Context: an optimization exercise on an open-source flow, tuned for small area. The choices shown serve that exercise and are no tape-out recipe. The RTL was checked by simulation tests, not by an equivalence proof against the original design. No activity file was given, so power comes from the tool's default toggle rates.

## build 5
==> flow/design.v (excerpt) <==
module sme #(
    parameter int max_string_len  = 32,
    parameter int max_pattern_len = 8
) (
    input  logic                                 clk,
    input  logic                                 reset,
    input  sme_pkg::char_t                       chardata,
    input  logic                                 isstring,
    input  logic                                 ispattern,
    output logic                                 valid,
    output logic                                 match,
    output logic [$clog2(max_string_len)-1:0]    match_index
);
clock: 10.0 ns
lec_check: 0
abc_area: 1
cap_margin: 20
core_margin: 2
core_utilization: 40
cts_buf_list: sky130_fd_sc_hd__clkbuf_4
slew_margin: 20
run.sh (not shown) runs the stock make flow with config.mk's settings and CLKGATE_MAP_FILE= SYNTH_SCRIPT=/design/flow/synth_recipe.tcl, a recipe that flattens the netlist after the stock synthesis.
Input-level comparison between build 61 and build 5:
- CTS_BUF_LIST: sky130_fd_sc_hd__clkbuf_4 -> unset
- ABC_AREA: 1 -> unset
==> comparison <==
Netlist area before placement improves in build 61 relative to build 5. Looking at wire length on met3, build 61 sits 1.9% above build 5. In the tables for build 5 and build 61, share of cell area taken by muxes after synthesis reads higher with build 61. Build 5 → build 61: clock period minus worst slack climbed 110 ps, total wirelength of the detailed-routed design dropped 3.3%. Higher design area goes to build 5 over build 61.
What build 38 does differently from build 61 at the input level:
- a change of CORE_UTILIZATION from 40 to 70
- an added CTS_CLUSTER_DIAMETER of 50
- an added CTS_CLUSTER_SIZE of 18
- an added CTS_BUF_LIST of sky130_fd_sc_hd__clkbuf_8
==> summary.txt <==
- Delta(number of rows in the core area, build 38 - build 61) < 0
- Build 61 -> build 38: logic depth of the worst setup path including buffers delta 0, exact match
- | wire length after detailed routing | build 38 vs build 61 | about 3.3% lower |
- Global-route usage | build 38 above build 61
- Run comparison: build 61 critical path endpoint pat[6][4]$_DFFE_PP_; build 38 critical path endpoint pat[6][6]$_DFFE_PP_
- Diff build 38 and build 61: cell area higher in build 61
- DRC violation total after the first TritonRoute iteration | build 38 below build 61
- Final worst-path setup slack ends up higher on build 38.

sme, a different RTL version from the one above (not shown whole).
Size in the first run: about 670 cells after synthesis, ~360 flip-flops, roughly 19 I/O pins.
// sme
module sme #(
    parameter int max_string_len  = 32,
    parameter int max_pattern_len = 8
) (
    input  logic                                 clk,
    input  logic                                 reset,
    input  sme_pkg::char_t                       chardata,
    input  logic                                 isstring,
    input  logic                                 ispattern,
    output logic                                 valid,
    output logic                                 match,
    output logic [$clog2(max_string_len)-1:0]    match_index
);
==> flow/config.mk <==
export PLATFORM = sky130hd
export DESIGN_NAME = sme
export DESIGN_NICKNAME = sme
export VERILOG_FILES = /design/flow/design.v
export SDC_FILE = /design/flow/constraint.sdc
export NUM_CORES = 4
export LEC_CHECK = 0
export CAP_MARGIN = 20
export CORE_MARGIN = 2
export CORE_UTILIZATION = 70
export CTS_BUF_LIST = sky130_fd_sc_hd__clkbuf_8
export CTS_CLUSTER_DIAMETER = 60
export CTS_CLUSTER_SIZE = 20
export SLEW_MARGIN = 20
==> flow/constraint.sdc <==
create_clock -name core_clock -period 10.0 [get_ports {clk}]
set_input_delay 2.0000 -clock core_clock [delete_from_list [all_inputs] [get_ports {clk}]]
set_output_delay 2.0000 -clock core_clock [all_outputs]
set_load 0.01 [all_outputs]
The first run completed with no timing, DRC or antenna violations.
Then changed:
==> flow/flow/run.sh (new file) <==
#!/bin/bash
# The standard layout (the standard.sh, synthesis unchanged), with the
# smallest buffer on the ports instead of the default port buffer.
set -euo pipefail
export BUFFER_PORTS_ARGS="-buffer_cell sky130_fd_sc_hd__buf_1"
bash standard.sh > standard.log 2>&1
==> flow/standard.sh (new file) <==
#!/bin/bash
# synth_recipe.tcl (not shown) runs the flow's synth.tcl, then flattens the netlist and writes it again
# the make line also repeats each setting of config.mk as NAME=value (left out here)
make -C /OpenROAD-flow-scripts/flow DESIGN_CONFIG=/design/flow/config.mk WORK_HOME=/design/flow/orfs CLKGATE_MAP_FILE= SYNTH_SCRIPT=/design/flow/synth_recipe.tcl "${@:-finish}"
removed: flow/run.sh
The changed run completed without violations.
Setup slack gets better by 0.40 ns.
Global-route usage rises by 0.25 points.
Synthesized cell count does not change.
Sequential power hardly moves.
Area after synthesis stays the same.
Final area decreases slightly.
Routed wire length came out higher by a few percent.
Cell count does not change.
Die area stays the same.
Flip-flop and latch count is unchanged.
Critical path depth does not change.

separate check: timing with driven ports:
In the flow no input, the clock included, has a driving cell. The finished layouts below were timed again as built, in two steps.
Step 1 sets driving cells, clkbuf_16 on the clock port and buf_2 on the other inputs (assumed; they add their load-dependent delay and slew).
Step 2 also shifts input and output timing later by t, the mid clock arrival at the registers, as if the neighbouring blocks saw the same clock.
Three values: ideal, step 1, step 2; two values: the first two.
| run | t (ns) | setup WS [ns] | hold WS [ns] | worst register clock-pin slew, ns | cell pins on the clock port's net |
|---|---|---|---|---|---|
| build 5 | 0.720 | 6.281 / 6.300 / 5.580 | 0.286 / 0.286 / 0.286 | 0.07 / 0.07 | 1 |
| build 61 | 0.548 | 6.174 / 6.195 / 5.646 | 0.321 / 0.321 / 0.321 | 0.06 / 0.06 | 1 |
| build 38 | 0.577 | 6.343 / 6.353 / 5.776 | 0.325 / 0.325 / 0.325 | 0.11 / 0.11 | 1 |
| the first run of note 2 | 0.577 | 5.235 / 5.195 / 5.772 | 0.332 / 0.332 / 0.332 | 0.12 / 0.12 | 1 |
| the second run of note 2 | 0.579 | 5.637 / 5.600 / 6.124 | 0.324 / 0.324 / 0.324 | 0.12 / 0.12 | 1 |
After both steps every run listed still meets setup and hold. For build 5, which loses most, drivers alone change the setup slack by +0.019 ns; drivers and shift together by -0.701 ns.
